This design comes from an exercise in tuning for small area, a short achievable clock period and few clock cycles on the open sky130 flow, not from production work.
Function was checked by simulation only, so behaviour that the tests miss may differ from the original.
Power and IR drop assume default switching activity.

**config.mk**
```make
export PLATFORM = sky130hd
export DESIGN_NAME = rms_level_meter_peak_hold
export DESIGN_NICKNAME = rms_level_meter_peak_hold
export VERILOG_FILES = /design/flow/design.v
export SDC_FILE = /design/flow/constraint.sdc
export NUM_CORES = 4
export LEC_CHECK = 0
export ABC_CLOCK_PERIOD_IN_PS = 3000
export CAP_MARGIN = 20
export CORE_MARGIN = 2
export CORE_UTILIZATION = 40
export SLEW_MARGIN = 20
```
**constraint.sdc**
```tcl
create_clock -name core_clock -period 10.0 [get_ports {i_clk}]
set_input_delay 2.0000 -clock core_clock [delete_from_list [all_inputs] [get_ports {i_clk}]]
set_output_delay 2.0000 -clock core_clock [all_outputs]
set_load 0.01 [all_outputs]
```
**design.v**
```verilog
`timescale 1ns / 1ps
package rlm_pkg;
    localparam int RLM_MAX_FRAMES = 256;
    localparam int SAMPLE_W = 16;
    localparam int LEVEL_W  = 7;
    localparam int SUM_W = 39;
endpackage
`timescale 1ns / 1ps
module rlm_ctrl (
    input  logic        i_clk,
    input  logic        i_rst_n,
    input  logic        i_load,
    input  logic [38:0] i_sum,
    input  logic [7:0]  i_nm1,
    input  logic        i_take,
    output logic        o_busy,
    output logic        o_ready,
    output logic [6:0]  o_level
);
    logic [3:0]  r_cnt;     
    logic        r_busy;
    logic        r_mul;
    logic        r_dig;     
    logic        r_div;
    logic        r_sqrt;
    logic        r_first;   
    logic        r_rdy;
    logic [39:0] r_r;
    logic [9:0]  r_c;
    wire [3:0]  w_dig = r_dig ? r_r[3:0] : 4'd0;
    wire [13:0] w_t   = 14'(w_dig * 10'd625) + 14'(r_c);
    wire [7:0]  w_rem = r_first ? 8'd0 : r_r[39:32];
    wire [9:0]  w_a   = r_div ? {1'b0, r_r[39:32], r_r[31]} : {w_rem, r_r[31:30]};
    wire [9:0]  w_b   = r_div ? {2'b00, i_nm1} : {1'b0, r_c[6:0], 2'b00};
    wire [10:0] w_sum = {1'b0, w_a} + {1'b0, ~w_b};
    wire        w_ge  = w_sum[10];
    wire [7:0]  w_new = w_ge ? w_sum[7:0] : w_a[7:0];
    wire w_last = (r_cnt == 4'd0);
    always_ff @(posedge i_clk) begin
        if (!i_rst_n) begin
            r_busy <= 1'b0;
            r_mul  <= 1'b0;
            r_div  <= 1'b0;
            r_sqrt <= 1'b0;
            r_rdy  <= 1'b0;
        end else if (i_load) begin
            r_busy <= 1'b1;
            r_mul  <= 1'b1;
            r_div  <= 1'b0;
            r_sqrt <= 1'b0;
            r_rdy  <= 1'b0;
        end else begin
            if (i_take) begin
                r_busy <= 1'b0;
                r_rdy  <= 1'b0;
            end
            if (w_last) begin
                r_mul <= 1'b0;
                r_div <= r_mul;
                r_sqrt <= r_div;
                if (r_sqrt) begin
                    r_rdy <= 1'b1;
                end
            end
        end
    end
    always_ff @(posedge i_clk) begin
        if (i_load) begin
            r_cnt   <= 4'd11;
            r_dig   <= 1'b1;
            r_first <= 1'b0;
            r_r     <= {1'b0, i_sum};
            r_c     <= 10'd0;
        end else begin
            r_cnt   <= w_last ? (r_mul ? 4'd13 : 4'd6) : r_cnt - 4'd1;
            if (r_cnt == 4'd2) begin
                r_dig <= 1'b0;
            end
            r_first <= w_last & r_div;
            if (r_mul) begin
                r_r <= {w_t[3:0], r_r[39:4]};
                r_c <= w_t[13:4];
            end else if (r_div) begin
                r_r[39:32] <= w_new;
                r_r[31:18] <= {r_r[30:18], w_ge};
            end else if (r_sqrt) begin
                r_r[39:32] <= w_new;
                r_r[31:18] <= {r_r[29:18], 2'b00};
                r_c[6:0]   <= {r_c[5:0], w_ge};
            end
        end
    end
    assign o_busy  = r_busy;
    assign o_ready = r_rdy;
    assign o_level = r_c[6:0];
endmodule
`timescale 1ns / 1ps
module rlm_csa (
    input  logic [14:0] y,
    input  logic        s,
    input  logic [38:0] as_,
    input  logic [38:0] ac,
    output logic [38:0] os_,
    output logic [38:0] oc
);
    wire w0 = y[0] & y[1];
    wire w1 = y[0] & y[2];
    wire w2 = y[0] & y[3];
    wire w3 = y[0] & y[4];
    wire w4 = y[0] & y[5];
    wire w5 = y[0] & y[6];
    wire w6 = y[0] & y[7];
    wire w7 = y[0] & y[8];
    wire w8 = y[0] & y[9];
    wire w9 = y[0] & y[10];
    wire w10 = y[0] & y[11];
    wire w11 = y[0] & y[12];
    wire w12 = y[0] & y[13];
    wire w13 = y[0] & y[14];
    wire w14 = y[1] & y[2];
    wire w15 = y[1] & y[3];
    wire w16 = y[1] & y[4];
    wire w17 = y[1] & y[5];
    wire w18 = y[1] & y[6];
    wire w19 = y[1] & y[7];
    wire w20 = y[1] & y[8];
    wire w21 = y[1] & y[9];
    wire w22 = y[1] & y[10];
    wire w23 = y[1] & y[11];
    wire w24 = y[1] & y[12];
    wire w25 = y[1] & y[13];
    wire w26 = y[1] & y[14];
    wire w27 = y[2] & y[3];
    wire w28 = y[2] & y[4];
    wire w29 = y[2] & y[5];
    wire w30 = y[2] & y[6];
    wire w31 = y[2] & y[7];
    wire w32 = y[2] & y[8];
    wire w33 = y[2] & y[9];
    wire w34 = y[2] & y[10];
    wire w35 = y[2] & y[11];
    wire w36 = y[2] & y[12];
    wire w37 = y[2] & y[13];
    wire w38 = y[2] & y[14];
    wire w39 = y[3] & y[4];
    wire w40 = y[3] & y[5];
    wire w41 = y[3] & y[6];
    wire w42 = y[3] & y[7];
    wire w43 = y[3] & y[8];
    wire w44 = y[3] & y[9];
    wire w45 = y[3] & y[10];
    wire w46 = y[3] & y[11];
    wire w47 = y[3] & y[12];
    wire w48 = y[3] & y[13];
    wire w49 = y[3] & y[14];
    wire w50 = y[4] & y[5];
    wire w51 = y[4] & y[6];
    wire w52 = y[4] & y[7];
    wire w53 = y[4] & y[8];
    wire w54 = y[4] & y[9];
    wire w55 = y[4] & y[10];
    wire w56 = y[4] & y[11];
    wire w57 = y[4] & y[12];
    wire w58 = y[4] & y[13];
    wire w59 = y[4] & y[14];
    wire w60 = y[5] & y[6];
    wire w61 = y[5] & y[7];
    wire w62 = y[5] & y[8];
    wire w63 = y[5] & y[9];
    wire w64 = y[5] & y[10];
    wire w65 = y[5] & y[11];
    wire w66 = y[5] & y[12];
    wire w67 = y[5] & y[13];
    wire w68 = y[5] & y[14];
    wire w69 = y[6] & y[7];
    wire w70 = y[6] & y[8];
    wire w71 = y[6] & y[9];
    wire w72 = y[6] & y[10];
    wire w73 = y[6] & y[11];
    wire w74 = y[6] & y[12];
    wire w75 = y[6] & y[13];
    wire w76 = y[6] & y[14];
    wire w77 = y[7] & y[8];
    wire w78 = y[7] & y[9];
    wire w79 = y[7] & y[10];
    wire w80 = y[7] & y[11];
    wire w81 = y[7] & y[12];
    wire w82 = y[7] & y[13];
    wire w83 = y[7] & y[14];
    wire w84 = y[8] & y[9];
    wire w85 = y[8] & y[10];
    wire w86 = y[8] & y[11];
    wire w87 = y[8] & y[12];
    wire w88 = y[8] & y[13];
    wire w89 = y[8] & y[14];
    wire w90 = y[9] & y[10];
    wire w91 = y[9] & y[11];
    wire w92 = y[9] & y[12];
    wire w93 = y[9] & y[13];
    wire w94 = y[9] & y[14];
    wire w95 = y[10] & y[11];
    wire w96 = y[10] & y[12];
    wire w97 = y[10] & y[13];
    wire w98 = y[10] & y[14];
    wire w99 = y[11] & y[12];
    wire w100 = y[11] & y[13];
    wire w101 = y[11] & y[14];
    wire w102 = y[12] & y[13];
    wire w103 = y[12] & y[14];
    wire w104 = y[13] & y[14];
    wire w105 = s & y[0];
    wire w106 = s & y[1];
    wire w107 = s & y[2];
    wire w108 = s & y[3];
    wire w109 = s & y[4];
    wire w110 = s & y[5];
    wire w111 = s & y[6];
    wire w112 = s & y[7];
    wire w113 = s & y[8];
    wire w114 = s & y[9];
    wire w115 = s & y[10];
    wire w116 = s & y[11];
    wire w117 = s & y[12];
    wire w118 = s & y[13];
    wire w119 = s & y[14];
    wire w120 = w10 ^ w22;
    wire w121 = w10 & w22;
    wire w122 = w11 ^ w23;
    wire w123 = w11 & w23;
    wire w124 = w12 ^ w24 ^ w35;
    wire w125 = (w12 & w24) | (w12 & w35) | (w24 & w35);
    wire w126 = w45 ^ w54;
    wire w127 = w45 & w54;
    wire w128 = w13 ^ w25 ^ w36;
    wire w129 = (w13 & w25) | (w13 & w36) | (w25 & w36);
    wire w130 = w46 ^ w55;
    wire w131 = w46 & w55;
    wire w132 = w26 ^ w37 ^ w47;
    wire w133 = (w26 & w37) | (w26 & w47) | (w37 & w47);
    wire w134 = w56 ^ w64;
    wire w135 = w56 & w64;
    wire w136 = w38 ^ w48;
    wire w137 = w38 & w48;
    wire w138 = w49 ^ w58;
    wire w139 = w49 & w58;
    wire w140 = w4 ^ w16;
    wire w141 = w4 & w16;
    wire w142 = w5 ^ w17;
    wire w143 = w5 & w17;
    wire w144 = w6 ^ w18 ^ w29;
    wire w145 = (w6 & w18) | (w6 & w29) | (w18 & w29);
    wire w146 = w39 ^ y[4];
    wire w147 = w39 & y[4];
    wire w148 = w7 ^ w19 ^ w30;
    wire w149 = (w7 & w19) | (w7 & w30) | (w19 & w30);
    wire w150 = w40 ^ w113;
    wire w151 = w40 & w113;
    wire w152 = w8 ^ w20 ^ w31;
    wire w153 = (w8 & w20) | (w8 & w31) | (w20 & w31);
    wire w154 = w41 ^ w50 ^ y[5];
    wire w155 = (w41 & w50) | (w41 & y[5]) | (w50 & y[5]);
    wire w156 = w114 ^ as_[10];
    wire w157 = w114 & as_[10];
    wire w158 = w9 ^ w21 ^ w32;
    wire w159 = (w9 & w21) | (w9 & w32) | (w21 & w32);
    wire w160 = w42 ^ w51 ^ w115;
    wire w161 = (w42 & w51) | (w42 & w115) | (w51 & w115);
    wire w162 = as_[11] ^ ac[11];
    wire w163 = as_[11] & ac[11];
    wire w164 = w120 ^ w33 ^ w43;
    wire w165 = (w120 & w33) | (w120 & w43) | (w33 & w43);
    wire w166 = w52 ^ w60 ^ y[6];
    wire w167 = (w52 & w60) | (w52 & y[6]) | (w60 & y[6]);
    wire w168 = w116 ^ as_[12] ^ ac[12];
    wire w169 = (w116 & as_[12]) | (w116 & ac[12]) | (as_[12] & ac[12]);
    wire w170 = w121 ^ w122 ^ w34;
    wire w171 = (w121 & w122) | (w121 & w34) | (w122 & w34);
    wire w172 = w44 ^ w53 ^ w61;
    wire w173 = (w44 & w53) | (w44 & w61) | (w53 & w61);
    wire w174 = w117 ^ as_[13] ^ ac[13];
    wire w175 = (w117 & as_[13]) | (w117 & ac[13]) | (as_[13] & ac[13]);
    wire w176 = w123 ^ w124 ^ w126;
    wire w177 = (w123 & w124) | (w123 & w126) | (w124 & w126);
    wire w178 = w62 ^ w69 ^ y[7];
    wire w179 = (w62 & w69) | (w62 & y[7]) | (w69 & y[7]);
    wire w180 = w118 ^ as_[14] ^ ac[14];
    wire w181 = (w118 & as_[14]) | (w118 & ac[14]) | (as_[14] & ac[14]);
    wire w182 = w125 ^ w127 ^ w128;
    wire w183 = (w125 & w127) | (w125 & w128) | (w127 & w128);
    wire w184 = w130 ^ w63 ^ w70;
    wire w185 = (w130 & w63) | (w130 & w70) | (w63 & w70);
    wire w186 = w119 ^ as_[15] ^ ac[15];
    wire w187 = (w119 & as_[15]) | (w119 & ac[15]) | (as_[15] & ac[15]);
    wire w188 = w129 ^ w131 ^ w132;
    wire w189 = (w129 & w131) | (w129 & w132) | (w131 & w132);
    wire w190 = w134 ^ w71 ^ w77;
    wire w191 = (w134 & w71) | (w134 & w77) | (w71 & w77);
    wire w192 = y[8] ^ as_[16] ^ ac[16];
    wire w193 = (y[8] & as_[16]) | (y[8] & ac[16]) | (as_[16] & ac[16]);
    wire w194 = w133 ^ w135 ^ w136;
    wire w195 = (w133 & w135) | (w133 & w136) | (w135 & w136);
    wire w196 = w57 ^ w65 ^ w72;
    wire w197 = (w57 & w65) | (w57 & w72) | (w65 & w72);
    wire w198 = w78 ^ as_[17] ^ ac[17];
    wire w199 = (w78 & as_[17]) | (w78 & ac[17]) | (as_[17] & ac[17]);
    wire w200 = w137 ^ w138 ^ w66;
    wire w201 = (w137 & w138) | (w137 & w66) | (w138 & w66);
    wire w202 = w73 ^ w79 ^ w84;
    wire w203 = (w73 & w79) | (w73 & w84) | (w79 & w84);
    wire w204 = y[9] ^ as_[18] ^ ac[18];
    wire w205 = (y[9] & as_[18]) | (y[9] & ac[18]) | (as_[18] & ac[18]);
    wire w206 = w139 ^ w59 ^ w67;
    wire w207 = (w139 & w59) | (w139 & w67) | (w59 & w67);
    wire w208 = w74 ^ w80 ^ w85;
    wire w209 = (w74 & w80) | (w74 & w85) | (w80 & w85);
    wire w210 = as_[19] ^ ac[19];
    wire w211 = as_[19] & ac[19];
    wire w212 = w68 ^ w75 ^ w81;
    wire w213 = (w68 & w75) | (w68 & w81) | (w75 & w81);
    wire w214 = w86 ^ w90 ^ y[10];
    wire w215 = (w86 & w90) | (w86 & y[10]) | (w90 & y[10]);
    wire w216 = as_[20] ^ ac[20];
    wire w217 = as_[20] & ac[20];
    wire w218 = w76 ^ w82 ^ w87;
    wire w219 = (w76 & w82) | (w76 & w87) | (w82 & w87);
    wire w220 = w91 ^ as_[21];
    wire w221 = w91 & as_[21];
    wire w222 = w83 ^ w88 ^ w92;
    wire w223 = (w83 & w88) | (w83 & w92) | (w88 & w92);
    wire w224 = w95 ^ y[11];
    wire w225 = w95 & y[11];
    wire w226 = w89 ^ w93;
    wire w227 = w89 & w93;
    wire w228 = w94 ^ w97;
    wire w229 = w94 & w97;
    wire w230 = w0 ^ y[1];
    wire w231 = w0 & y[1];
    wire w232 = w1 ^ w107;
    wire w233 = w1 & w107;
    wire w234 = w2 ^ w14 ^ y[2];
    wire w235 = (w2 & w14) | (w2 & y[2]) | (w14 & y[2]);
    wire w236 = w108 ^ as_[4];
    wire w237 = w108 & as_[4];
    wire w238 = w3 ^ w15 ^ w109;
    wire w239 = (w3 & w15) | (w3 & w109) | (w15 & w109);
    wire w240 = as_[5] ^ ac[5];
    wire w241 = as_[5] & ac[5];
    wire w242 = w140 ^ w27 ^ y[3];
    wire w243 = (w140 & w27) | (w140 & y[3]) | (w27 & y[3]);
    wire w244 = w110 ^ as_[6] ^ ac[6];
    wire w245 = (w110 & as_[6]) | (w110 & ac[6]) | (as_[6] & ac[6]);
    wire w246 = w141 ^ w142 ^ w28;
    wire w247 = (w141 & w142) | (w141 & w28) | (w142 & w28);
    wire w248 = w111 ^ as_[7] ^ ac[7];
    wire w249 = (w111 & as_[7]) | (w111 & ac[7]) | (as_[7] & ac[7]);
    wire w250 = w143 ^ w144 ^ w146;
    wire w251 = (w143 & w144) | (w143 & w146) | (w144 & w146);
    wire w252 = w112 ^ as_[8] ^ ac[8];
    wire w253 = (w112 & as_[8]) | (w112 & ac[8]) | (as_[8] & ac[8]);
    wire w254 = w145 ^ w147 ^ w148;
    wire w255 = (w145 & w147) | (w145 & w148) | (w147 & w148);
    wire w256 = w150 ^ as_[9] ^ ac[9];
    wire w257 = (w150 & as_[9]) | (w150 & ac[9]) | (as_[9] & ac[9]);
    wire w258 = w149 ^ w151 ^ w152;
    wire w259 = (w149 & w151) | (w149 & w152) | (w151 & w152);
    wire w260 = w154 ^ w156 ^ ac[10];
    wire w261 = (w154 & w156) | (w154 & ac[10]) | (w156 & ac[10]);
    wire w262 = w153 ^ w155 ^ w157;
    wire w263 = (w153 & w155) | (w153 & w157) | (w155 & w157);
    wire w264 = w158 ^ w160 ^ w162;
    wire w265 = (w158 & w160) | (w158 & w162) | (w160 & w162);
    wire w266 = w159 ^ w161 ^ w163;
    wire w267 = (w159 & w161) | (w159 & w163) | (w161 & w163);
    wire w268 = w164 ^ w166 ^ w168;
    wire w269 = (w164 & w166) | (w164 & w168) | (w166 & w168);
    wire w270 = w165 ^ w167 ^ w169;
    wire w271 = (w165 & w167) | (w165 & w169) | (w167 & w169);
    wire w272 = w170 ^ w172 ^ w174;
    wire w273 = (w170 & w172) | (w170 & w174) | (w172 & w174);
    wire w274 = w171 ^ w173 ^ w175;
    wire w275 = (w171 & w173) | (w171 & w175) | (w173 & w175);
    wire w276 = w176 ^ w178 ^ w180;
    wire w277 = (w176 & w178) | (w176 & w180) | (w178 & w180);
    wire w278 = w177 ^ w179 ^ w181;
    wire w279 = (w177 & w179) | (w177 & w181) | (w179 & w181);
    wire w280 = w182 ^ w184 ^ w186;
    wire w281 = (w182 & w184) | (w182 & w186) | (w184 & w186);
    wire w282 = w183 ^ w185 ^ w187;
    wire w283 = (w183 & w185) | (w183 & w187) | (w185 & w187);
    wire w284 = w188 ^ w190 ^ w192;
    wire w285 = (w188 & w190) | (w188 & w192) | (w190 & w192);
    wire w286 = w189 ^ w191 ^ w193;
    wire w287 = (w189 & w191) | (w189 & w193) | (w191 & w193);
    wire w288 = w194 ^ w196 ^ w198;
    wire w289 = (w194 & w196) | (w194 & w198) | (w196 & w198);
    wire w290 = w195 ^ w197 ^ w199;
    wire w291 = (w195 & w197) | (w195 & w199) | (w197 & w199);
    wire w292 = w200 ^ w202 ^ w204;
    wire w293 = (w200 & w202) | (w200 & w204) | (w202 & w204);
    wire w294 = w201 ^ w203 ^ w205;
    wire w295 = (w201 & w203) | (w201 & w205) | (w203 & w205);
    wire w296 = w206 ^ w208 ^ w210;
    wire w297 = (w206 & w208) | (w206 & w210) | (w208 & w210);
    wire w298 = w207 ^ w209 ^ w211;
    wire w299 = (w207 & w209) | (w207 & w211) | (w209 & w211);
    wire w300 = w212 ^ w214 ^ w216;
    wire w301 = (w212 & w214) | (w212 & w216) | (w214 & w216);
    wire w302 = w213 ^ w215 ^ w217;
    wire w303 = (w213 & w215) | (w213 & w217) | (w215 & w217);
    wire w304 = w218 ^ w220 ^ ac[21];
    wire w305 = (w218 & w220) | (w218 & ac[21]) | (w220 & ac[21]);
    wire w306 = w219 ^ w221 ^ w222;
    wire w307 = (w219 & w221) | (w219 & w222) | (w221 & w222);
    wire w308 = w224 ^ as_[22] ^ ac[22];
    wire w309 = (w224 & as_[22]) | (w224 & ac[22]) | (as_[22] & ac[22]);
    wire w310 = w223 ^ w225 ^ w226;
    wire w311 = (w223 & w225) | (w223 & w226) | (w225 & w226);
    wire w312 = w96 ^ as_[23] ^ ac[23];
    wire w313 = (w96 & as_[23]) | (w96 & ac[23]) | (as_[23] & ac[23]);
    wire w314 = w227 ^ w228 ^ w99;
    wire w315 = (w227 & w228) | (w227 & w99) | (w228 & w99);
    wire w316 = y[12] ^ as_[24] ^ ac[24];
    wire w317 = (y[12] & as_[24]) | (y[12] & ac[24]) | (as_[24] & ac[24]);
    wire w318 = w229 ^ w98 ^ w100;
    wire w319 = (w229 & w98) | (w229 & w100) | (w98 & w100);
    wire w320 = as_[25] ^ ac[25];
    wire w321 = as_[25] & ac[25];
    wire w322 = w101 ^ w102 ^ y[13];
    wire w323 = (w101 & w102) | (w101 & y[13]) | (w102 & y[13]);
    wire w324 = as_[26] ^ ac[26];
    wire w325 = as_[26] & ac[26];
    wire w326 = w103 ^ as_[27];
    wire w327 = w103 & as_[27];
    wire w328 = w104 ^ y[14];
    wire w329 = w104 & y[14];
    wire w330 = y[0] ^ s;
    wire w331 = y[0] & s;
    wire w332 = w105 ^ as_[1];
    wire w333 = w105 & as_[1];
    wire w334 = w230 ^ w106 ^ as_[2];
    wire w335 = (w230 & w106) | (w230 & as_[2]) | (w106 & as_[2]);
    wire w336 = w231 ^ w232 ^ as_[3];
    wire w337 = (w231 & w232) | (w231 & as_[3]) | (w232 & as_[3]);
    wire w338 = w233 ^ w234 ^ w236;
    wire w339 = (w233 & w234) | (w233 & w236) | (w234 & w236);
    wire w340 = w235 ^ w237 ^ w238;
    wire w341 = (w235 & w237) | (w235 & w238) | (w237 & w238);
    wire w342 = w239 ^ w241 ^ w242;
    wire w343 = (w239 & w241) | (w239 & w242) | (w241 & w242);
    wire w344 = w243 ^ w245 ^ w246;
    wire w345 = (w243 & w245) | (w243 & w246) | (w245 & w246);
    wire w346 = w247 ^ w249 ^ w250;
    wire w347 = (w247 & w249) | (w247 & w250) | (w249 & w250);
    wire w348 = w251 ^ w253 ^ w254;
    wire w349 = (w251 & w253) | (w251 & w254) | (w253 & w254);
    wire w350 = w255 ^ w257 ^ w258;
    wire w351 = (w255 & w257) | (w255 & w258) | (w257 & w258);
    wire w352 = w259 ^ w261 ^ w262;
    wire w353 = (w259 & w261) | (w259 & w262) | (w261 & w262);
    wire w354 = w263 ^ w265 ^ w266;
    wire w355 = (w263 & w265) | (w263 & w266) | (w265 & w266);
    wire w356 = w267 ^ w269 ^ w270;
    wire w357 = (w267 & w269) | (w267 & w270) | (w269 & w270);
    wire w358 = w271 ^ w273 ^ w274;
    wire w359 = (w271 & w273) | (w271 & w274) | (w273 & w274);
    wire w360 = w275 ^ w277 ^ w278;
    wire w361 = (w275 & w277) | (w275 & w278) | (w277 & w278);
    wire w362 = w279 ^ w281 ^ w282;
    wire w363 = (w279 & w281) | (w279 & w282) | (w281 & w282);
    wire w364 = w283 ^ w285 ^ w286;
    wire w365 = (w283 & w285) | (w283 & w286) | (w285 & w286);
    wire w366 = w287 ^ w289 ^ w290;
    wire w367 = (w287 & w289) | (w287 & w290) | (w289 & w290);
    wire w368 = w291 ^ w293 ^ w294;
    wire w369 = (w291 & w293) | (w291 & w294) | (w293 & w294);
    wire w370 = w295 ^ w297 ^ w298;
    wire w371 = (w295 & w297) | (w295 & w298) | (w297 & w298);
    wire w372 = w299 ^ w301 ^ w302;
    wire w373 = (w299 & w301) | (w299 & w302) | (w301 & w302);
    wire w374 = w303 ^ w305 ^ w306;
    wire w375 = (w303 & w305) | (w303 & w306) | (w305 & w306);
    wire w376 = w307 ^ w309 ^ w310;
    wire w377 = (w307 & w309) | (w307 & w310) | (w309 & w310);
    wire w378 = w311 ^ w313 ^ w314;
    wire w379 = (w311 & w313) | (w311 & w314) | (w313 & w314);
    wire w380 = w315 ^ w317 ^ w318;
    wire w381 = (w315 & w317) | (w315 & w318) | (w317 & w318);
    wire w382 = w319 ^ w321 ^ w322;
    wire w383 = (w319 & w321) | (w319 & w322) | (w321 & w322);
    wire w384 = w323 ^ w325 ^ w326;
    wire w385 = (w323 & w325) | (w323 & w326) | (w325 & w326);
    wire w386 = w327 ^ w328 ^ as_[28];
    wire w387 = (w327 & w328) | (w327 & as_[28]) | (w328 & as_[28]);
    wire w388 = w329 ^ as_[29];
    wire w389 = w329 & as_[29];
    wire w390 = w330 ^ as_[0];
    wire w391 = w330 & as_[0];
    wire w392 = w331 ^ w332 ^ ac[1];
    wire w393 = (w331 & w332) | (w331 & ac[1]) | (w332 & ac[1]);
    wire w394 = w333 ^ w334 ^ ac[2];
    wire w395 = (w333 & w334) | (w333 & ac[2]) | (w334 & ac[2]);
    wire w396 = w335 ^ w336 ^ ac[3];
    wire w397 = (w335 & w336) | (w335 & ac[3]) | (w336 & ac[3]);
    wire w398 = w337 ^ w338 ^ ac[4];
    wire w399 = (w337 & w338) | (w337 & ac[4]) | (w338 & ac[4]);
    wire w400 = w339 ^ w340 ^ w240;
    wire w401 = (w339 & w340) | (w339 & w240) | (w340 & w240);
    wire w402 = w341 ^ w342 ^ w244;
    wire w403 = (w341 & w342) | (w341 & w244) | (w342 & w244);
    wire w404 = w343 ^ w344 ^ w248;
    wire w405 = (w343 & w344) | (w343 & w248) | (w344 & w248);
    wire w406 = w345 ^ w346 ^ w252;
    wire w407 = (w345 & w346) | (w345 & w252) | (w346 & w252);
    wire w408 = w347 ^ w348 ^ w256;
    wire w409 = (w347 & w348) | (w347 & w256) | (w348 & w256);
    wire w410 = w349 ^ w350 ^ w260;
    wire w411 = (w349 & w350) | (w349 & w260) | (w350 & w260);
    wire w412 = w351 ^ w352 ^ w264;
    wire w413 = (w351 & w352) | (w351 & w264) | (w352 & w264);
    wire w414 = w353 ^ w354 ^ w268;
    wire w415 = (w353 & w354) | (w353 & w268) | (w354 & w268);
    wire w416 = w355 ^ w356 ^ w272;
    wire w417 = (w355 & w356) | (w355 & w272) | (w356 & w272);
    wire w418 = w357 ^ w358 ^ w276;
    wire w419 = (w357 & w358) | (w357 & w276) | (w358 & w276);
    wire w420 = w359 ^ w360 ^ w280;
    wire w421 = (w359 & w360) | (w359 & w280) | (w360 & w280);
    wire w422 = w361 ^ w362 ^ w284;
    wire w423 = (w361 & w362) | (w361 & w284) | (w362 & w284);
    wire w424 = w363 ^ w364 ^ w288;
    wire w425 = (w363 & w364) | (w363 & w288) | (w364 & w288);
    wire w426 = w365 ^ w366 ^ w292;
    wire w427 = (w365 & w366) | (w365 & w292) | (w366 & w292);
    wire w428 = w367 ^ w368 ^ w296;
    wire w429 = (w367 & w368) | (w367 & w296) | (w368 & w296);
    wire w430 = w369 ^ w370 ^ w300;
    wire w431 = (w369 & w370) | (w369 & w300) | (w370 & w300);
    wire w432 = w371 ^ w372 ^ w304;
    wire w433 = (w371 & w372) | (w371 & w304) | (w372 & w304);
    wire w434 = w373 ^ w374 ^ w308;
    wire w435 = (w373 & w374) | (w373 & w308) | (w374 & w308);
    wire w436 = w375 ^ w376 ^ w312;
    wire w437 = (w375 & w376) | (w375 & w312) | (w376 & w312);
    wire w438 = w377 ^ w378 ^ w316;
    wire w439 = (w377 & w378) | (w377 & w316) | (w378 & w316);
    wire w440 = w379 ^ w380 ^ w320;
    wire w441 = (w379 & w380) | (w379 & w320) | (w380 & w320);
    wire w442 = w381 ^ w382 ^ w324;
    wire w443 = (w381 & w382) | (w381 & w324) | (w382 & w324);
    wire w444 = w383 ^ w384 ^ ac[27];
    wire w445 = (w383 & w384) | (w383 & ac[27]) | (w384 & ac[27]);
    wire w446 = w385 ^ w386 ^ ac[28];
    wire w447 = (w385 & w386) | (w385 & ac[28]) | (w386 & ac[28]);
    wire w448 = w387 ^ w388 ^ ac[29];
    wire w449 = (w387 & w388) | (w387 & ac[29]) | (w388 & ac[29]);
    wire w450 = w389 ^ as_[30] ^ ac[30];
    wire w451 = (w389 & as_[30]) | (w389 & ac[30]) | (as_[30] & ac[30]);
    wire w452 = as_[31] ^ ac[31];
    wire w453 = as_[31] & ac[31];
    wire w454 = as_[32] ^ ac[32];
    wire w455 = as_[32] & ac[32];
    wire w456 = as_[33] ^ ac[33];
    wire w457 = as_[33] & ac[33];
    wire w458 = as_[34] ^ ac[34];
    wire w459 = as_[34] & ac[34];
    wire w460 = as_[35] ^ ac[35];
    wire w461 = as_[35] & ac[35];
    wire w462 = as_[36] ^ ac[36];
    wire w463 = as_[36] & ac[36];
    wire w464 = as_[37] ^ ac[37];
    wire w465 = as_[37] & ac[37];
    wire w466 = as_[38] ^ ac[38];
    wire w467 = as_[38] & ac[38];
    assign os_[0] = w390;
    assign oc[0] = ac[0];
    assign os_[1] = w391;
    assign oc[1] = w392;
    assign os_[2] = w393;
    assign oc[2] = w394;
    assign os_[3] = w395;
    assign oc[3] = w396;
    assign os_[4] = w397;
    assign oc[4] = w398;
    assign os_[5] = w399;
    assign oc[5] = w400;
    assign os_[6] = w401;
    assign oc[6] = w402;
    assign os_[7] = w403;
    assign oc[7] = w404;
    assign os_[8] = w405;
    assign oc[8] = w406;
    assign os_[9] = w407;
    assign oc[9] = w408;
    assign os_[10] = w409;
    assign oc[10] = w410;
    assign os_[11] = w411;
    assign oc[11] = w412;
    assign os_[12] = w413;
    assign oc[12] = w414;
    assign os_[13] = w415;
    assign oc[13] = w416;
    assign os_[14] = w417;
    assign oc[14] = w418;
    assign os_[15] = w419;
    assign oc[15] = w420;
    assign os_[16] = w421;
    assign oc[16] = w422;
    assign os_[17] = w423;
    assign oc[17] = w424;
    assign os_[18] = w425;
    assign oc[18] = w426;
    assign os_[19] = w427;
    assign oc[19] = w428;
    assign os_[20] = w429;
    assign oc[20] = w430;
    assign os_[21] = w431;
    assign oc[21] = w432;
    assign os_[22] = w433;
    assign oc[22] = w434;
    assign os_[23] = w435;
    assign oc[23] = w436;
    assign os_[24] = w437;
    assign oc[24] = w438;
    assign os_[25] = w439;
    assign oc[25] = w440;
    assign os_[26] = w441;
    assign oc[26] = w442;
    assign os_[27] = w443;
    assign oc[27] = w444;
    assign os_[28] = w445;
    assign oc[28] = w446;
    assign os_[29] = w447;
    assign oc[29] = w448;
    assign os_[30] = w449;
    assign oc[30] = w450;
    assign os_[31] = w451;
    assign oc[31] = w452;
    assign os_[32] = w453;
    assign oc[32] = w454;
    assign os_[33] = w455;
    assign oc[33] = w456;
    assign os_[34] = w457;
    assign oc[34] = w458;
    assign os_[35] = w459;
    assign oc[35] = w460;
    assign os_[36] = w461;
    assign oc[36] = w462;
    assign os_[37] = w463;
    assign oc[37] = w464;
    assign os_[38] = w465;
    assign oc[38] = w466;
endmodule
`timescale 1ns / 1ps
module rms_level_meter_peak_hold #(
    parameter int MAX_FRAMES = rlm_pkg::RLM_MAX_FRAMES
) (
    input  logic                                i_clk,
    input  logic                                i_rst_n,
    input  logic                                i_in_valid,
    output logic                                o_in_ready,
    input  logic signed [rlm_pkg::SAMPLE_W-1:0] i_sample,
    input  logic                                i_last_sample,
    output logic                                o_out_valid,
    input  logic                                i_out_ready,
    output logic [rlm_pkg::LEVEL_W-1:0]         o_level,
    output logic [rlm_pkg::LEVEL_W-1:0]         o_peak_level
);
    localparam int SW = rlm_pkg::SUM_W;
    logic          r_rdy;      
    logic [7:0]    r_cnt;      
    logic [7:0]    r_ncap;     
    logic [14:0]   r_y;        
    logic          r_s;        
    logic          r_v;        
    logic          r_cl;       
    logic          r_done;     
    logic          r_xfer;     
    logic          r_zero;     
    logic [SW-1:0] r_as;
    logic [SW-1:0] r_ac;
    logic          r_ov;
    logic [6:0]    r_lvl;
    logic [6:0]    r_pk;
    wire       w_busy;
    wire       w_ready;
    wire [6:0] w_level;
    wire w_full    = ~r_cl & ((r_v & (r_cnt == 8'd254)) | (~r_v & (r_cnt == 8'd255)));
    wire w_take_in = i_in_valid & r_rdy & i_rst_n;
    wire w_close   = w_take_in & (i_last_sample | w_full);
    wire w_block   = r_cl | r_done | w_busy;
    wire w_take    = w_ready & ~r_ov;
    wire w_unblock = r_xfer & ~r_cl;
    wire w_ncap_ld = (r_cl & r_rdy) | (w_unblock & ~r_rdy);
    wire w_busy_n  = r_xfer | (w_busy & ~w_take);
    wire w_done_n  = r_cl | (r_done & ~r_xfer);
    always_ff @(posedge i_clk) begin
        if (!i_rst_n) begin
            r_rdy  <= 1'b1;
            r_cnt  <= 8'd0;
            r_v    <= 1'b0;
            r_cl   <= 1'b0;
            r_done <= 1'b0;
            r_xfer <= 1'b0;
            r_zero <= 1'b1;
        end else begin
            if (r_rdy) begin
                r_rdy <= ~(w_close & w_block);
            end else begin
                r_rdy <= w_unblock;
            end
            if (w_ncap_ld) begin
                r_cnt <= 8'd0;
            end else if (r_v & ~r_cl) begin
                r_cnt <= r_cnt + 8'd1;
            end
            r_v    <= w_take_in;
            r_cl   <= w_close;
            r_done <= w_done_n;
            r_xfer <= w_done_n & ~w_busy_n;
            r_zero <= w_done_n & ~w_busy_n;
        end
    end
    always_ff @(posedge i_clk) begin
        if (w_ncap_ld) begin
            r_ncap <= r_cnt;
        end
    end
    always_ff @(posedge i_clk) begin
        r_y <= w_take_in ? (i_sample[14:0] ^ {15{i_sample[15]}}) : 15'd0;
        r_s <= w_take_in & i_sample[15];
    end
    wire [SW-1:0] w_as;
    wire [SW-1:0] w_ac;
    rlm_csa u_csa (
        .y   (r_y),
        .s   (r_s),
        .as_ (r_as & {SW{~r_zero}}),
        .ac  (r_ac & {SW{~r_zero}}),
        .os_ (w_as),
        .oc  (w_ac)
    );
    always_ff @(posedge i_clk) begin
        r_as <= w_as;
        r_ac <= w_ac;
    end
    wire [SW-1:0] w_sum = r_as + r_ac;
    rlm_ctrl u_lvl (
        .i_clk   (i_clk),
        .i_rst_n (i_rst_n),
        .i_load  (r_xfer),
        .i_sum   (w_sum),
        .i_nm1   (r_ncap),
        .i_take  (w_take),
        .o_busy  (w_busy),
        .o_ready (w_ready),
        .o_level (w_level)
    );
    always_ff @(posedge i_clk) begin
        if (!i_rst_n) begin
            r_ov <= 1'b0;
            r_pk <= 7'd0;
        end else begin
            if (w_take) begin
                r_ov <= 1'b1;
                if (w_level > r_pk) begin
                    r_pk <= w_level;
                end
            end else if (i_out_ready) begin
                r_ov <= 1'b0;
            end
        end
    end
    always_ff @(posedge i_clk) begin
        if (w_take) begin
            r_lvl <= w_level;
        end
    end
    assign o_in_ready   = r_rdy;
    assign o_out_valid  = r_ov;
    assign o_level      = r_lvl;
    assign o_peak_level = r_pk;
endmodule
```
**run.sh**
```bash
#!/bin/bash
# synth_recipe.tcl (not shown) runs the flow's synth.tcl, then flattens the netlist and writes it again
# the make line also repeats each setting of config.mk as NAME=value (left out here)
make -C /OpenROAD-flow-scripts/flow DESIGN_CONFIG=/design/flow/config.mk WORK_HOME=/design/flow/orfs CLKGATE_MAP_FILE= SYNTH_SCRIPT=/design/flow/synth_recipe.tcl finish
```
==> qor.csv, run 1 <==
stage,metric,value,unit
grt,grt_usage,17.1,%
clocking,clock_path_buffers,2,
clocking,clk_pin_slew,0.08,ns
worst_setup_path,critPathArrivalTime,4.20,ns
logic_synthesis,netlist_area,15200,um2
worst_setup_path,cp_data_required_time,10.18,ns
floorplan,design.core.area,37500,um2
grt,antenna_found_initial,0,
sta,layout_setup_ws,5.98,ns
worst_setup_path,crit_start,u_lvl.r_div,
power_and_ir_drop,p_int,1.65,mW
power_and_ir_drop,switchingPower,969,uW
worst_setup_path,crit_fanout,29,
grt,grt_pass1_vias,10900,
sta,fin_tns_setup,0,ns
clocking,cts_setup_buffers,0,
worst_setup_path,endpoint_kind,flip-flop,
final_layout,drive_gt1_share,4.78,%
worst_setup_path,crit_chain,buf_4 -> nand2_1 -> ha_1 -> fa_1 -> a21oi_1 -> o21bai_1 -> a211o_1 -> a21oi_1 -> nor2_1 -> mux2_2 -> mux2i_1 -> a22oi_1,
final_layout,area_growth,8.75,%
sta,finalCritPeriodShare,40.2,%
worst_setup_path,ff2ff_setup_slack,5.98,ns
grt,grt_max_degree,57,
logic_synthesis,yosysUniqueCellTypes,78,
routing,vias,10600,
final_layout,diodes,0,
logic_synthesis,yosysTopAreaCellShare,18.2,%
grt,grt_first_pass_wirelength,54100,um
power_and_ir_drop,powerDensity,158,nW/um2
power_and_ir_drop,p_sw_share,37.0,%
worst_setup_path,crit_family,compound AO/OA/AOI/OAI gates,
logic_synthesis,yosys_warnings,2,
worst_setup_path,startpoint_type,flip-flop,
routing,drtPass1Iterations,7,
clocking,cts_tree,yes,
power_and_ir_drop,p_seq_share,38.5,%
worst_setup_path,reg2reg_from,u_lvl.r_div,
worst_hold_path,hp-class,flip-flop to flip-flop,
routing,vias_per_cell,5.00,
final_layout,nets,1875,
floorplan,die_w,199,um
sta,clock_skew,0.0131,ns
power_and_ir_drop,p_comb_share,35.4,%
worst_setup_path,critPathSlowestCell,dfxtp_1,
worst_setup_path,crit_buf_inv,1,
worst_hold_path,holdPathEnd,r_ac[0],
worst_setup_path,criticalPathCategory,flip-flop to flip-flop,
logic_synthesis,synth_cells,1604,
routing,ant_nets,0,
routing,routed_wl,31600,um
logic_synthesis,synth_area_leaders,"dfxtp_1 18%, fa_1 18%, edfxtp_1 11%",
power_and_ir_drop,peakVddDrop,0.000125,V
logic_synthesis,synth_common_cells,"214 x inv_1, 138 x dfxtp_1, 134 x fa_1",
clocking,post_cts_resized,0,
clocking,ctsHoldBuffers,0,
worst_hold_path,min_from,r_ac[0],
clocking,ctsHtreeMaxLevel,4,
logic_synthesis,yosys.cell_count.top_type,inv_1,
logic_synthesis,synth-async-reset-ratio,0,%
floorplan,io_pins,37,
grt,grt.overflow.total,0,
placement,hpwl,24400,um
sta,max_freq,249,MHz
sta,max_slew_margin,31.3,%
routing,drt_iter0_markers,502,
final_layout,final_util,44.0,%
job,cap_viol_max_count,0,
logic_synthesis,syn-num-nets,1882,
floorplan,initial_core_util,40.5,%
worst_hold_path,hold_path_depth,1,
floorplan,die_h,199,um
routing,post-route-drc-count,0,
clocking,clkSinkCount,192,
floorplan,row_count,71,
placement,port_buffers,36,
logic_synthesis,synth-edff-count,54,
sta,tightest_slew,1.02,ns
sta,fin_crit,4.02,ns
sta,final-hold-violation-count,0,
sta,grt_setup_unrepaired,no,
clocking,clockRootBuffer,clkbuf_16,
logic_synthesis,synth_seq_cells,192,
worst_setup_path,path_common_cell,a21oi_1,
logic_synthesis,yosys.area.top_type,dfxtp_1,
logic_synthesis,seq_area_frac_synth,28.9,%
worst_setup_path,r2r-end,u_lvl.r_r[37],
power_and_ir_drop,cellLeakagePower,7.44,nW
worst_setup_path,reg2reg_depth,12,
logic_synthesis,ys.flop_type,dfxtp_1,
clocking,numCtsBuffers,17,
placement,dpl_worst_slack,5.81,ns
sta,final-setup-viol-count,0,
worst_setup_path,slowest_delay,0.76,ns
floorplan,die_area,39500,um2
run_status,status,finished clean,
placement,routabilityCongestion,0.856,
power_and_ir_drop,p_clk_share,26.0,%
logic_synthesis,avgSynthCellArea,9.46,um2
clocking,clk_latency,0.45,ns
sta,drv_slew,0,
routing,wl_per_cell,14.9,um
stage by stage:
step | hold WS (ns) | total power, mW | cell area (um2) | cells
global placement | 0.455 | 1.93 | 15900 | 2089
floorplan | 0.442 | 1.72 | 15200 | 1604
detailed placement | 0.471 | 1.95 | 15900 | 2089
CTS | 0.485 | 2.64 | 16500 | 2121
global route | 0.504 | 2.82 | 16500 | 2121
finish | 0.485 | 2.62 | 16500 | 2121
cell usage in the layout (no fill, tap or decap), types with 49 or more instances in the layout:
cell type / synthesis / layout
edfxtp_1: 54 / 54
xnor2_1: 50 / 50
nand2b_1: 49 / 49
inv_1: 214 / 214
ha_1: 123 / 123
dfxtp_1: 138 / 135
and2_1: 89 / 89
nand2_1: 110 / 110
nor2_1: 89 / 89
nor2b_1: 72 / 72
fa_1: 134 / 134
a21oi_1: 83 / 83
sequential cells by signal, summed over array words and instances (netlist names), 4 cells and up:
register / flops
r_ac: 39
u_lvl.r_r: 40
r_lvl: 7
u_lvl.r_cnt: 4
r_ncap: 8
r_cnt: 8
r_y: 15
u_lvl.r_c: 10
r_as: 39
r_pk: 7
worst max-delay path by stage:
stage	to	slack, ns	depth (start not counted)
2_1_floorplan	u_lvl.r_r[37]	6.10	14
3_3_place_gp	r_rdy	5.85	6
3_5_place_dp	r_rdy	5.81	6
4_1_cts	u_lvl.r_r[37]	6.01	12
5_1_grt	u_lvl.r_r[37]	5.70	12
6_report	u_lvl.r_r[37]	5.98	12
power groups by stage:
| stage | Clock (mW) | Combinational [mW] | Sequential, mW |
|---|---|---|---|
| after floorplan | 0 | 0.753 | 0.971 |
| after global placement | 0 | 0.905 | 1.02 |
| after detailed placement | 0 | 0.924 | 1.03 |
| after CTS | 0.699 | 0.932 | 1.01 |
| after global routing | 0.730 | 1.06 | 1.02 |
| final | 0.681 | 0.927 | 1.01 |
cell type report:
| class | count | area, um2 |
|---|---|---|
| fill | 3707 | 21000 |
| multi-input combinational | 1131 | 9710 |
| sequential | 192 | 4390 |
| inverter | 214 | 803 |
| tap | 511 | 639 |
| clock buffer | 17 | 425 |
| timing repair buffer | 41 | 398 |
| clock inverter | 15 | 143 |
logic make-up (layout without fill, tap and decap cells):
logic type,after synthesis,in the layout,share of synthesized area (%)
AOI/OAI and AO/OA,263,263,11.5
buffers and inverters,281,287,7.15
adders and majority gates,257,257,27.8
DFF,192,192,28.9
xor gates and xnor gates,73,73,4.21
and+or+nand+nor,486,486,16.8
muxes,52,52,3.60
per-layer routing:
| metal | GRT usage (%) | share of wire (%) | vias to the layer above |
|---|---|---|---|
| met5 | 0 | 0 | - |
| met4 | 4.53 | 1.2 | 0 |
| met3 | 2.46 | 2.3 | 24 |
| met2 | 30.2 | 49 | 147 |
| met1 | 21.9 | 47 | 5166 |
| li1 | - | - | 5273 |
Testbench counts, summed over its fixed seeds: cycles 31,858.
==> run 2, diff against run 1 <==
==> flow/run.sh (new file) <==
#!/bin/bash
# The standard layout, with repair_timing aiming well past the 10 ns clock so that the
# resizer sizes gates and buffers for the period this design can reach. Constraints unchanged.
set -euo pipefail
MARGIN=$(cat flow/margin.txt)
bash standard.sh SETUP_SLACK_MARGIN=$MARGIN finish > standard_flow.log 2>&1
==> flow/margin.txt (new file) <==
7.0
==> standard.sh (new file) <==
#!/bin/bash
# synth_recipe.tcl (not shown) runs the flow's synth.tcl, then flattens the netlist and writes it again
# the make line also repeats each setting of config.mk as NAME=value (left out here)
make -C /OpenROAD-flow-scripts/flow DESIGN_CONFIG=/design/flow/config.mk WORK_HOME=/design/flow/orfs CLKGATE_MAP_FILE= SYNTH_SCRIPT=/design/flow/synth_recipe.tcl "${@:-finish}"
removed: run.sh
==> qor.csv, run 2 <==
stage,metric,value,unit
logic_synthesis,ys.flop_type,dfxtp_1,
final_layout,fillerInstances,3567,
worst_setup_path,cp_data_required_time,10.35,ns
power_and_ir_drop,p_sw_share,36.0,%
run_status,status,finished clean,
worst_setup_path,slowest_delay,0.51,ns
logic_synthesis,synth_area_leaders,"dfxtp_1 18%, fa_1 18%, edfxtp_1 11%",
grt,antenna_found_initial,0,
floorplan,die_w,199,um
floorplan,design.core.area,37500,um2
grt,grt_max_degree,56,
sta,drv_slew,0,
sta,tightest_slew,0.937,ns
clocking,numCtsBuffers,17,
clocking,clkSinkCount,192,
floorplan,die_area,39500,um2
grt,grt.overflow.total,0,
placement,hpwl,24100,um
floorplan,die_h,199,um
power_and_ir_drop,switchingPower,1.06,mW
worst_setup_path,endpoint_kind,flip-flop,
sta,grt_setup_unrepaired,yes,
sta,max_slew_margin,37.5,%
logic_synthesis,yosys.area.top_type,dfxtp_1,
clocking,cts_tree,yes,
clocking,ctsHtreeMaxLevel,4,
routing,wl_per_cell,15.0,um
clocking,clk_pin_slew,0.07,ns
worst_setup_path,r2r-end,u_lvl.r_c[7],
final_layout,regMostFlops,u_lvl.r_r,
routing,ant_nets,0,
power_and_ir_drop,p_int,1.88,mW
clocking,clk_latency,0.44,ns
worst_setup_path,ff2ff_setup_slack,6.83,ns
logic_synthesis,synth-edff-count,54,
final_layout,nets,1931,
sta,fin_crit,3.17,ns
sta,fin_tns_setup,0,ns
power_and_ir_drop,p_seq_share,34.0,%
logic_synthesis,yosys.cell_count.top_type,inv_1,
worst_setup_path,reg2reg_depth,14,
logic_synthesis,seq_area_frac_synth,28.9,%
worst_setup_path,critPathSlowestCell,fa_1,
worst_setup_path,critPathArrivalTime,3.52,ns
clocking,clock_path_buffers,2,
final_layout,reg_top3,"u_lvl.r_r x40, r_ac x39, r_as x39",
logic_synthesis,synth_seq_cells,192,
sta,max_freq,315,MHz
logic_synthesis,avgSynthCellArea,9.46,um2
final_layout,final_util,46.6,%
sta,clock_skew,0.0145,ns
worst_setup_path,crit_chain,nand2_2 -> inv_2 -> ha_4 -> inv_4 -> ha_4 -> ha_4 -> inv_2 -> fa_1 -> inv_2 -> ha_4 -> a21boi_4 -> o2111a_1 -> or4_4 -> o311ai_4,
logic_synthesis,yosysUniqueCellTypes,78,
clocking,ctsHoldBuffers,0,
floorplan,row_count,71,
worst_setup_path,crit_fanout,2,
logic_synthesis,netlist_area,15200,um2
final_layout,drive_gt1_share,16.1,%
grt,grt_first_pass_wirelength,54700,um
final_layout,largest_reg_flops,40,
logic_synthesis,synth-async-reset-ratio,0,%
worst_setup_path,path_common_cell,ha_4,
worst_setup_path,crit_start,u_lvl.r_r[3],
sta,finalCritPeriodShare,31.7,%
final_layout,final_common_cell,inv_1,
logic_synthesis,yosysTopAreaCellShare,18.2,%
placement,port_buffers,36,
job,cap_viol_max_count,0,
worst_setup_path,reg2reg_from,u_lvl.r_r[3],
routing,drt_iter0_markers,478,
logic_synthesis,synth_common_cells,"214 x inv_1, 138 x dfxtp_1, 134 x fa_1",
clocking,clockRootBuffer,clkbuf_16,
power_and_ir_drop,p_comb_share,42.6,%
final_layout,layout_common_cells,"195 x inv_1, 116 x fa_1, 110 x dfxtp_1, 109 x ha_1, 107 x nand2_1",
final_layout,area_growth,15.2,%
floorplan,initial_core_util,40.5,%
placement,post-place-cells,2088,
logic_synthesis,syn-num-nets,1882,
logic_synthesis,yosys_warnings,2,
power_and_ir_drop,cellLeakagePower,7.83,nW
routing,vias,10800,
worst_setup_path,startpoint_type,flip-flop,
routing,post-route-drc-count,0,
routing,drtPass1Iterations,5,
worst_hold_path,hp-class,flip-flop to flip-flop,
floorplan,io_pins,37,
logic_synthesis,synth_cells,1604,
grt,grt_usage,17.3,%
routing,vias_per_cell,4.98,
sta,final-hold-violation-count,0,
power_and_ir_drop,peakVddDrop,0.000115,V
worst_setup_path,criticalPathCategory,flip-flop to flip-flop,
sta,final-setup-viol-count,0,
power_and_ir_drop,p_clk_share,23.4,%
final_layout,diodes,0,
final_layout,stdcell_count,2177,
worst_setup_path,crit_end,u_lvl.r_c[7],
power_and_ir_drop,powerDensity,168,nW/um2
grt,grt_pass1_vias,11100,
placement,routabilityCongestion,0.832,
routing,routed_wl,32600,um
## run 2: cell counts after synthesis
No cell type changed its count.
## run 2: cell families after synthesis
group	Yosys count	synth area share (%)
flip-flops	192	28.9
multiplexers	52	3.60
AO/OA/AOI/OAI	263	11.5
XOR/XNOR	73	4.21
adder cells (fa/ha/maj)	257	27.8
buffers and inverters	281	7.15
AND/OR/NAND/NOR	486	16.8
## run 2: final cells by class
class / instances / area, um2 / area share, %
inverter: 214 / 808 / 4.62
clock inverter: 11 / 87.6 / 0.501
sequential: 192 / 4460 / 25.5
clock buffer: 21 / 504 / 2.88
tap: 511 / 639 / 3.66
multi-input combinational: 1131 / 10200 / 58.3
timing repair buffer: 97 / 788 / 4.51
## run 2: routing by layer
layer	vias to the layer above	GRT usage [%]	wire length, um
met5	-	0	0
li1	5384	-	-
met4	0	4.31	467
met3	37	2.42	763
met2	153	30.7	16100
met1	5267	22.2	15300
## run 2: power by group through the flow
stage | logic, mW | registers [mW] | clock network, mW
after detailed placement | 0.972 | 1.03 | 0
after global routing | 1.39 | 1.01 | 0.735
after CTS | 1.16 | 1.00 | 0.704
after floorplan | 0.798 | 0.972 | 0
after global placement | 0.956 | 1.02 | 0
final | 1.25 | 0.998 | 0.687
## run 2: what timing repair did
action,in CTS,in global routing
buffers inserted,41,16
endpoints found under the setup margin,90,48
pin swaps,37,60
gates resized for setup,145,57
## run 2: worst min path at each step
stage	start	to	slack, ns	depth (start not counted)
global placement	r_ac[0]	r_ac[0]	0.46	1
floorplan	r_cnt[7]	r_ncap[7]	0.44	0
CTS	r_ac[0]	r_ac[0]	0.47	1
detailed placement	r_ac[0]	r_ac[0]	0.46	1
finish	r_ac[0]	r_ac[0]	0.47	1
global route	r_ac[0]	r_ac[0]	0.49	1
## run 2: stage by stage
| step | setup WS, ns | power (mW) | instance area [um2] | hold slack [ns] |
|---|---|---|---|---|
| global route | 6.74 | 3.14 | 17500 | 0.492 |
| floorplan | 6.86 | 1.77 | 15400 | 0.442 |
| detailed placement | 5.72 | 2.00 | 16000 | 0.462 |
| finish | 6.83 | 2.93 | 17500 | 0.473 |
| CTS | 6.75 | 2.86 | 17200 | 0.474 |
| global placement | 5.77 | 1.98 | 16000 | 0.459 |
## run 2: critical path: cells and delay by family (launching register included)
kind            cells  cell delay [ns]
compound gates      3             0.50
fa+ha+maj           5             1.45
buf+inv             4             0.18
flops               1             0.43
simple gates        2             0.53
==> run 3, diff against run 2 <==
==> flow/margin.txt (replaced) <==
7.4
==> qor.csv, run 3 <==
stage,metric,value,unit
worst_hold_path,min_from,r_cnt[4],
worst_setup_path,reg2reg_from,u_lvl.r_r[3],
final_layout,layout_common_cells,"162 x inv_1, 99 x nand2_1, 94 x ha_1, 94 x dfxtp_1, 85 x nor2_1",
routing,drtPass1Iterations,5,
power_and_ir_drop,power.total,3.03,mW
final_layout,largest_reg_flops,40,
logic_synthesis,synth_area_leaders,"dfxtp_1 18%, fa_1 18%, edfxtp_1 11%",
worst_setup_path,criticalPathCategory,flip-flop to flip-flop,
power_and_ir_drop,p_seq_share,33.1,%
placement,hpwl,24800,um
final_layout,regMostFlops,u_lvl.r_r,
floorplan,die_h,199,um
logic_synthesis,yosysTopAreaCellShare,18.2,%
worst_setup_path,path_common_cell,ha_4,
power_and_ir_drop,peakVddDrop,0.000109,V
power_and_ir_drop,powerDensity,161,nW/um2
grt,grt_usage,18.6,%
logic_synthesis,yosys.area.top_type,dfxtp_1,
clocking,clk_pin_slew,0.09,ns
logic_synthesis,yosys.cell_count.top_type,inv_1,
placement,place_area,16400,um2
floorplan,initial_core_util,40.5,%
floorplan,io_pins,37,
floorplan,design.core.area,37500,um2
sta,fin_tns_setup,0,ns
logic_synthesis,yosys_warnings,2,
worst_setup_path,crit_chain,nand2_2 -> inv_2 -> ha_4 -> inv_4 -> ha_4 -> ha_4 -> inv_2 -> fa_1 -> inv_2 -> ha_4 -> a21boi_4 -> o2111a_2 -> or4_4 -> o311ai_2,
grt,grt_max_degree,64,
power_and_ir_drop,p_comb_share,43.3,%
worst_setup_path,startpoint_type,flip-flop,
clocking,clk_latency,0.46,ns
sta,max_slew_margin,38.7,%
worst_setup_path,critPathSlowestCell,fa_1,
power_and_ir_drop,switchingPower,1.14,mW
grt,grt.overflow.total,0,
clocking,clock_path_buffers,2,
clocking,clkSinkCount,192,
sta,fin_crit,3.24,ns
final_layout,area_growth,23.6,%
logic_synthesis,seq_area_frac_synth,28.9,%
sta,clock_skew,0.0129,ns
final_layout,final_common_cell,inv_1,
logic_synthesis,avgSynthCellArea,9.46,um2
clocking,ctsHtreeMaxLevel,4,
grt,antenna_found_initial,0,
power_and_ir_drop,p_sw_share,37.6,%
sta,max_freq,309,MHz
final_layout,drive_gt1_share,28.0,%
floorplan,die_w,199,um
routing,post-route-drc-count,0,
logic_synthesis,netlist_area,15200,um2
logic_synthesis,syn-num-nets,1882,
final_layout,diodes,0,
sta,grt_setup_unrepaired,yes,
clocking,clockRootBuffer,clkbuf_16,
logic_synthesis,yosysUniqueCellTypes,78,
power_and_ir_drop,cellLeakagePower,8.27,nW
clocking,cts_tree,yes,
routing,routed_wl,35100,um
routing,vias_per_cell,4.97,
worst_setup_path,crit_start,u_lvl.r_r[3],
worst_setup_path,cp_data_required_time,10.36,ns
final_layout,fillerInstances,3526,
logic_synthesis,synth_seq_cells,192,
sta,final-setup-viol-count,0,
logic_synthesis,synth-async-reset-ratio,0,%
sta,tightest_slew,0.917,ns
logic_synthesis,synth-edff-count,54,
final_layout,reg_top3,"u_lvl.r_r x40, r_ac x39, r_as x39",
placement,port_buffers,36,
routing,vias,11100,
final_layout,nets,1979,
logic_synthesis,ys.flop_type,dfxtp_1,
power_and_ir_drop,p_clk_share,23.7,%
clocking,numCtsBuffers,17,
clocking,ctsHoldBuffers,0,
worst_setup_path,critPathArrivalTime,3.60,ns
power_and_ir_drop,p_int,1.89,mW
job,cap_viol_max_count,0,
sta,drv_slew,0,
worst_setup_path,endpoint_kind,flip-flop,
final_layout,fin_area,18800,um2
routing,ant_nets,0,
routing,drt_iter0_markers,480,
worst_hold_path,hp-class,flip-flop to flip-flop,
grt,grt_first_pass_wirelength,58200,um
sta,final-hold-violation-count,0,
run_status,status,finished clean,
placement,routabilityCongestion,0.808,
worst_setup_path,slowest_delay,0.48,ns
logic_synthesis,synth_common_cells,"214 x inv_1, 138 x dfxtp_1, 134 x fa_1",
worst_setup_path,crit_fanout,3,
floorplan,die_area,39500,um2
sta,finalCritPeriodShare,32.4,%
grt,grt_pass1_vias,11700,
logic_synthesis,synth_cells,1604,
routing,wl_per_cell,15.8,um
floorplan,row_count,71,
## run 3: cell types whose count changed in the layout (fill, tap and decap cells not counted), moves of 22 or more
cell / delta
fa_2: +39
inv_1: -33
and2_4: +23
buf_6: +28
and2_1: -22
fa_1: -39
inv_2: +34
## run 3: power by group through the flow
stage	combinational [mW]	clock [mW]	sequential (mW)
6_report	1.31	0.717	1.00
5_1_grt	1.46	0.769	1.02
4_1_cts	1.22	0.734	0.999
3_5_place_dp	1.10	0	1.02
3_3_place_gp	1.08	0	1.02
2_1_floorplan	0.907	0	0.973
## run 3: repair_timing
action                                  in CTS  in global routing
buffers inserted                            64                 37
pin swaps                                   68                 80
gates cloned                                 2                  0
gates resized for setup                    225                102
endpoints found under the setup margin     112                 95
## run 3: worst paths after layout
kind | slack (ns) | cells past startpoint | end
worst min-delay path | 0.49 | 0 | r_ncap[4]
worst max register to register | 6.76 | 14 | u_lvl.r_c[7]
worst max-delay path | 6.76 | 14 | u_lvl.r_c[7]
worst min register to register | 0.49 | 0 | r_ncap[4]
## run 3: cell families after synthesis
family                     Yosys count  share of synthesized area (%)
AOI/OAI and AO/OA                  263                           11.5
xor gates and xnor gates            73                           4.21
adders and majority gates          257                           27.8
buffers and inverters              281                           7.15
DFF                                192                           28.9
muxes                               52                           3.60
and+or+nand+nor                    486                           16.8
## run 3: final cells by class
| type | instances | area, um2 | area share [%] |
|---|---|---|---|
| Inverter | 214 | 806 | 4.29 |
| Sequential cell | 192 | 4490 | 23.9 |
| Clock inverter | 15 | 206 | 1.10 |
| Timing Repair Buffer | 145 | 1390 | 7.40 |
| Tap cell | 511 | 639 | 3.41 |
| Multi-Input combinational cell | 1131 | 10800 | 57.6 |
| Clock buffer | 17 | 425 | 2.27 |
## run 3: per-layer routing
| layer | up-vias | part of all wire (%) | GRT usage (%) |
|---|---|---|---|
| met5 | - | 0 | 0 |
| met4 | 0 | 2.0 | 5.31 |
| met3 | 47 | 2.4 | 3.20 |
| met2 | 115 | 51 | 33.5 |
| met1 | 5423 | 45 | 22.8 |
| li1 | 5473 | - | - |
## run 3: critical path: cells and delay by family (launching register included)
| kind | cells | cell delay [ns] |
|---|---|---|
| fa+ha+maj | 5 | 1.42 |
| simple gates | 2 | 0.55 |
| compound gates | 3 | 0.54 |
| flops | 1 | 0.46 |
| buf+inv | 4 | 0.18 |
## run 3: stage by stage
stage               setup WS [ns]  util, %  hold slack (ns)  std cells
floorplan                    6.87        -            0.442       1604
global placement             6.31     43.8            0.457       2090
detailed placement           6.27     43.8            0.465       2090
CTS                          6.74     48.4            0.488       2188
global route                 6.66     50.1            0.505       2225
finish                       6.76     50.1            0.489       2225
==> run 4, diff against run 3 <==
==> flow/margin.txt (replaced) <==
6.6
==> qor.csv, run 4 <==
stage,metric,value,unit
run_status,status,finished clean,
logic_synthesis,yosys.cell_count.top_type,inv_1,
worst_setup_path,r2r-end,u_lvl.r_c[7],
routing,vias,10500,
grt,grt.overflow.total,0,
logic_synthesis,avgSynthCellArea,9.46,um2
final_layout,drive_gt1_share,7.40,%
final_layout,regMostFlops,u_lvl.r_r,
floorplan,design.core.area,37500,um2
sta,clock_skew,0.0132,ns
power_and_ir_drop,powerDensity,161,nW/um2
logic_synthesis,synth_cells,1604,
sta,tightest_slew,0.964,ns
logic_synthesis,synth_xor_area_share,4.21,%
logic_synthesis,yosys.area.top_type,dfxtp_1,
logic_synthesis,netlist_area,15200,um2
worst_setup_path,crit_chain,clkdlybuf4s50_1,
sta,finalCritPeriodShare,33.3,%
final_layout,diodes,0,
worst_setup_path,ff2ff_setup_slack,6.73,ns
floorplan,row_count,71,
final_layout,nets,1887,
worst_setup_path,startpoint_type,flip-flop,
worst_setup_path,reg2reg_from,u_lvl.r_dig,
routing,drt_iter0_markers,483,
sta,grt_setup_unrepaired,no,
final_layout,layout_common_cells,"211 x inv_1, 134 x fa_1, 122 x dfxtp_1, 121 x ha_1, 109 x nand2_1",
logic_synthesis,yosys_warnings,2,
final_layout,final_util,44.8,%
worst_hold_path,min_from,r_ac[0],
power_and_ir_drop,peakVddDrop,0.000131,V
placement,post-place-cells,2089,
grt,antenna_found_initial,0,
clocking,numCtsBuffers,17,
grt,grt_usage,16.8,%
worst_setup_path,cp_data_required_time,8.00,ns
grt,grt_first_pass_wirelength,53200,um
placement,routabilityCongestion,0.851,
logic_synthesis,syn-num-nets,1882,
routing,vias_per_cell,4.94,
worst_setup_path,slowest_delay,0.54,ns
clocking,clk_latency,0.44,ns
final_layout,reg_top3,"u_lvl.r_r x40, r_ac x39, r_as x39",
worst_hold_path,holdPathEnd,r_ac[0],
clocking,clkSinkCount,192,
worst_hold_path,hold_path_depth,1,
logic_synthesis,synthAdderAreaFrac,27.8,%
logic_synthesis,yosysUniqueCellTypes,78,
sta,max_freq,300,MHz
worst_setup_path,criticalPathCategory,flip-flop to output port,
placement,port_buffers,36,
worst_setup_path,crit_buf_inv,1,
logic_synthesis,synth_seq_cells,192,
worst_setup_path,critPathSlowestCell,clkdlybuf4s50_1,
worst_setup_path,critPathArrivalTime,1.33,ns
placement,hpwl,24000,um
routing,post-route-drc-count,0,
logic_synthesis,synth_mux_area_share,3.60,%
logic_synthesis,ys.flop_type,dfxtp_1,
grt,grt_max_degree,57,
logic_synthesis,synthSimpleGateAreaFrac,16.8,%
floorplan,die_area,39500,um2
floorplan,die_w,199,um
floorplan,io_pins,37,
sta,final-hold-violation-count,0,
logic_synthesis,synth_area_leaders,"dfxtp_1 18%, fa_1 18%, edfxtp_1 11%",
logic_synthesis,synth_top_family_by_area,adder cells,
final_layout,final_common_cell,inv_1,
worst_setup_path,cp.depth,1,
grt,grt_pass1_vias,10700,
logic_synthesis,synth_common_cells,"214 x inv_1, 138 x dfxtp_1, 134 x fa_1",
routing,wl_per_cell,14.7,um
logic_synthesis,yosysTopAreaCellShare,18.2,%
final_layout,area_growth,10.5,%
sta,max_slew_margin,35.6,%
power_and_ir_drop,cellLeakagePower,7.56,nW
worst_hold_path,hp-class,flip-flop to flip-flop,
logic_synthesis,synth-async-reset-ratio,0,%
sta,final-setup-viol-count,0,
worst_setup_path,endpoint_kind,output port,
clocking,ctsHoldBuffers,0,
routing,drtPass1Iterations,7,
clocking,clockRootBuffer,clkbuf_16,
final_layout,largest_reg_flops,40,
final_layout,stdcell_count,2133,
logic_synthesis,synth_compound_area_share,11.5,%
clocking,clock_path_buffers,2,
logic_synthesis,seq_area_frac_synth,28.9,%
sta,fin_crit,3.33,ns
worst_setup_path,crit_fanout,2,
worst_setup_path,reg2reg_depth,14,
job,cap_viol_max_count,0,
sta,fin_tns_setup,0,ns
floorplan,initial_core_util,40.5,%
worst_setup_path,crit_family,buffers and inverters,
routing,routed_wl,31400,um
sta,drv_slew,0,
clocking,clk_pin_slew,0.07,ns
clocking,cts_tree,yes,
clocking,ctsHtreeMaxLevel,4,
floorplan,die_h,199,um
logic_synthesis,synth-edff-count,54,
routing,ant_nets,0,
==> run 4: cell counts after synthesis <==
Identical to the previous run, type by type.
==> run 4: per-layer routing <==
layer	GRT usage, %	vias to the layer above	routed length [um]
met5	0	-	0
met4	3.68	0	256
met3	2.36	16	724
met2	29.8	120	15500
met1	21.7	5109	14900
li1	-	5292	-
==> run 4: what timing repair did <==
| item | in CTS | in global routing |
|---|---|---|
| buffers inserted | 3 | 7 |
| resized for setup | 23 | 31 |
| pin swaps | 2 | 12 |
| cloned | 0 | 1 |
| endpoints found under the setup margin | 23 | 22 |
==> run 4: area by class of cell <==
class / instances / area [um2]
Inverter: 214 / 803
Timing Repair Buffer: 53 / 522
Sequential cell: 192 / 4420
Tap cell: 511 / 639
Fill cell: 3694 / 20700
Clock buffer: 22 / 487
Multi-Input combinational cell: 1131 / 9800
Clock inverter: 10 / 98.8
==> run 4: how the worst max path moves through the flow <==
stage                      endpoint  slack [ns]    startpoint
detailed placement            r_rdy        5.82       i_rst_n
finish              o_peak_level[3]        6.67       r_pk[3]
floorplan              u_lvl.r_c[7]        6.63   u_lvl.r_dig
CTS                           r_rdy        6.55       i_rst_n
global placement              r_rdy        5.84       i_rst_n
global route           u_lvl.r_c[9]        6.60  u_lvl.r_r[3]
==> run 4: cell families after synthesis <==
kind of cell	after synthesis
AO/OA/AOI/OAI	263
adder cells (fa/ha/maj)	257
XOR/XNOR	73
buffers and inverters	281
multiplexers	52
AND/OR/NAND/NOR	486
flip-flops	192
==> run 4: where the power goes <==
part           leakage (nW)  internal (mW)  switching, mW
registers              1.64          0.905         0.0983
logic                  5.64          0.451          0.552
clock network         0.281          0.375          0.312
total                  7.56           1.73          0.962
==> run 4: stage by stage <==
step,cell area (um2),hold slack (ns),power [mW],worst slack (ns)
6_report,16800,0.481,2.69,6.67
5_1_grt,16800,0.498,2.90,6.60
4_1_cts,16600,0.484,2.67,6.55
3_5_place_dp,15900,0.470,1.95,5.82
3_3_place_gp,15900,0.455,1.93,5.84
2_1_floorplan,15200,0.442,1.73,6.63

## port drivers added, routing unchanged
How much do the figures lean on ideal ports? The routed layouts below were timed once more, with nothing changed but the port constraints. Step 1 (the two cells are an assumption about what drives the block):
set clk [get_ports {i_clk}]
set_driving_cell -lib_cell sky130_fd_sc_hd__clkbuf_16 $clk
set_driving_cell -lib_cell sky130_fd_sc_hd__buf_2 [delete_from_list [all_inputs] $clk]
Step 2 moves the port delays by t, midway between the first and last clock arrival at a register: inputs arrive t later, outputs are due t later. That takes back most of the time a late clock gives input paths. a / b / c = no drivers / after step 1 / after step 2; a / b = the first two.
run	t (ns)	setup WS [ns]	clock arrival spread, ns
run 1	0.499	5.980 / 5.980 / 5.845	0.018 / 0.017
run 2	0.488	6.825 / 6.825 / 6.676	0.015 / 0.015
run 3	0.506	6.761 / 6.761 / 6.761	0.016 / 0.015
run 4	0.490	6.672 / 6.620 / 6.447	0.014 / 0.013
After both steps setup and hold are still met in every run listed. For run 4, which loses most, drivers alone change the setup slack by -0.052 ns; drivers and shift together by -0.225 ns.
